Context: an optimization exercise on an open-source flow, tuned for small area, a short achievable clock period and few clock cycles per item. The choices shown serve that exercise and are no tape-out recipe. The RTL was checked by simulation tests, not by an equivalence proof against the original design.

== build 53 ==
Design alu_arbiter, start of the top module:
module alu_arbiter
#(
  parameter int unsigned RR_INIT = 0
) (
  input  logic              clk,
  input  logic              resetn,
  input  logic              req0_valid,
  output logic              req0_ready,
  input  logic [DATA_W-1:0] req0_op1,
  input  logic [DATA_W-1:0] req0_op2,
  input  logic [OP_W-1:0]   req0_alu_op,
  input  logic              req1_valid,
  output logic              req1_ready,
  input  logic [DATA_W-1:0] req1_op1,
  input  logic [DATA_W-1:0] req1_op2,
  input  logic [OP_W-1:0]   req1_alu_op,
  output logic              rsp0_valid,
  input  logic              rsp0_ready,
  output logic              rsp1_valid,
  input  logic              rsp1_ready,
  output logic [DATA_W-1:0] rsp_result,
  output logic              rsp_zero,
  output logic              rsp_ovf,
  output logic              rsp_err,
  output logic              busy
);
Size: ~110 flip-flops, ~180 I/O pins, about 15000 um^2 of cells after synthesis.
==> flow/config.mk <==
export PLATFORM = sky130hd
export DESIGN_NAME = alu_arbiter
export DESIGN_NICKNAME = alu_arbiter
export VERILOG_FILES = /design/flow/design.v
export SDC_FILE = /design/flow/constraint.sdc
export NUM_CORES = 4
export LEC_CHECK = 0
export ABC_AREA = 1
export CAP_MARGIN = 20
export CORE_MARGIN = 2
export CORE_UTILIZATION = 50
export SETUP_SLACK_MARGIN = 5
export SLEW_MARGIN = 20
export TNS_END_PERCENT = 0
==> flow/constraint.sdc <==
create_clock -name core_clock -period 11.5 [get_ports {clk}]
set_input_delay 2.3000 -clock core_clock [delete_from_list [all_inputs] [get_ports {clk}]]
set_output_delay 2.3000 -clock core_clock [all_outputs]
set_load 0.01 [all_outputs]
standard.sh (not shown) runs the stock make flow with config.mk's settings and CLKGATE_MAP_FILE= SYNTH_SCRIPT=/design/flow/synth_recipe.tcl, a recipe that flattens the netlist after the stock synthesis.
==> flow/flow/run.sh <==
#!/bin/bash
# The standard layout (standard.sh: ORFS from synthesis to the final layout), with two
# changes to how timing repair works; the SDC, clock period and everything else are unchanged:
#  - every port still gets its own buffer, but the smallest one (buf_1); repair resizes those on
#    critical paths.
# make's full output goes to flow_make.log; ORFS keeps each step's log under orfs/logs/.
set -euo pipefail
cd "$(dirname "$0")/.."
MARGIN=$(cat flow/margin.txt)
sed -E "s/ 'SETUP_SLACK_MARGIN=[^']*'//; s/ SETUP_SLACK_MARGIN=[^ ]+//; s/(make -C [^ ]+ )/\1SETUP_SLACK_MARGIN=${MARGIN} 'BUFFER_PORTS_ARGS=-buffer_cell sky130_fd_sc_hd__buf_1' /" standard.sh > standard_margin.sh
grep -q "SETUP_SLACK_MARGIN=${MARGIN} 'BUFFER_PORTS_ARGS" standard_margin.sh
bash standard_margin.sh > flow_make.log 2>&1
==> flow/flow/margin.txt <==
6.0
Testbench counts of build 53, summed over its fixed seeds: cycles 8,544, items 3,200.
Input changes introduced in build 51 (baseline for comparison: build 53):
- CORE_UTILIZATION now 45, was 50
Notes after the runs:
- The total wirelength of the detailed-routed design in build 51 sits 1.2% above the value recorded for build 53.
- Between build 51 and build 53, sequential share of layout area is higher for build 51, build 53 comes in under that.
- For build 53, the destination of the critical timing path was req1_ready, unlike build 51, where it was req0_ready.
- Compared with build 53, build 51 shows a final area that is about 1.5% lower.
- Build 51 against build 53: wire length on met2 shows an increase of about 4%; final period demand of the worst path shows a reduction of 0.014 ns.
- Diff build 53 -> build 51 | routed via count | down slightly
- Build 51 vs. build 53: fraction of layout cells with a size suffix above 1 decreased 1.1 points; worst setup slack rose by 0.014 ns.
- Startpoint of the most critical setup path = req1_valid: build 51; startpoint of the most critical setup path = req0_valid: build 53
### build 51 -> build 56
- PLACE_DENSITY: unset -> 0.75
- GPL_ROUTABILITY_DRIVEN: unset -> 0
==> run summary <==
Build 51 → build 56: count of placed standard cells including taps held; number of gates resized after CTS went down 10%; routed wire length went down 2900 um; wire length of the first global-routing pass went down about 6%. Between build 51 and build 56, the flow reports count of buffers not belonging to the clock network in the layout increasing by more than 10%. Build 56 vs build 51, largest incremental delay on the critical path went down by 0.04 ns.
#### Input delta (build 68 over build 56)
- removing PLACE_DENSITY (formerly 0.75)
- removing GPL_ROUTABILITY_DRIVEN (formerly 0)
==> flow/flow/margin.txt <==
5.85
==> comparison <==
A slowest cell on the critical path of sky130_fd_sc_hd__buf_4 is what build 56 shows, while sky130_fd_sc_hd__nor2_2 belongs to build 68. The higher met1 track utilization from global routing of build 68 and build 56 is in build 68. Flip-flop and latch count: build 56 vs build 68 identical. Build 56 → build 68: first-pass GRT wire length picked up an extra 5.1%; end-of-flow core utilization shrank by 1.5 points; time the worst path needs with I/O delays and setup grew by 0.089 ns. Looking at total number of vias across build 68 and build 56, the one that comes out lower is build 68. Looking at fraction of met2 tracks used by global routing, build 68 sits 3.6 points above build 56. Build 68 vs. build 56: number of standard cells in the final layout excluding fillers went down by 26. On worst-margin pin slew: build 68 sits above build 56.
For build 30, these inputs were changed with respect to build 68:
==> flow/flow/margin.txt <==
6.15
## What came out
From build 68 to build 30 the numbers moved as follows: minimum period implied by the final worst setup slack fell 0.18 ns, post-route clock period utilization now sits lower.
Final cell count without fillers for build 30: 1.1% up relative to build 68
Measured against each other, build 30 and build 68 differ in actual transition at the worst max-transition pin, the lower figure coming from build 30.
Build 68 -> build 30: cts-stage hold buffer count delta 0, exact match

==> port drivers added, routing unchanged <==
In the flow no input, the clock included, has a driving cell. The finished layouts below were timed again as built, in two steps. Step 1, drivers: a clkbuf_16 drives clk and a buf_2 each remaining input, both assumed. Step 2 adds t to the input delays and takes it off the output delays; t is the mean of the earliest and latest rising clock arrival at the registers after step 1. Input paths then give back, and output paths get back, about the clock's delay inside the block. Three values: ideal, step 1, step 2; two values: the first two.
run	shift t [ns]	setup slack, ns	hold WS [ns]	worst slew at a driven data input, ns
build 53	0.417	5.996 / 5.958 / 5.651	0.496 / 0.496 / 0.496	0.14
build 51	0.404	6.010 / 5.865 / 5.554	0.500 / 0.500 / 0.500	0.14
build 56	0.419	5.971 / 5.923 / 5.577	0.488 / 0.488 / 0.488	0.05
build 68	0.407	5.882 / 5.849 / 5.509	0.498 / 0.498 / 0.498	0.07
build 30	0.403	6.058 / 6.012 / 5.623	0.496 / 0.496 / 0.496	0.14
After both steps setup and hold are still met in every run listed. For build 51, which loses most, drivers alone change the setup slack by -0.145 ns; drivers and shift together by -0.456 ns.
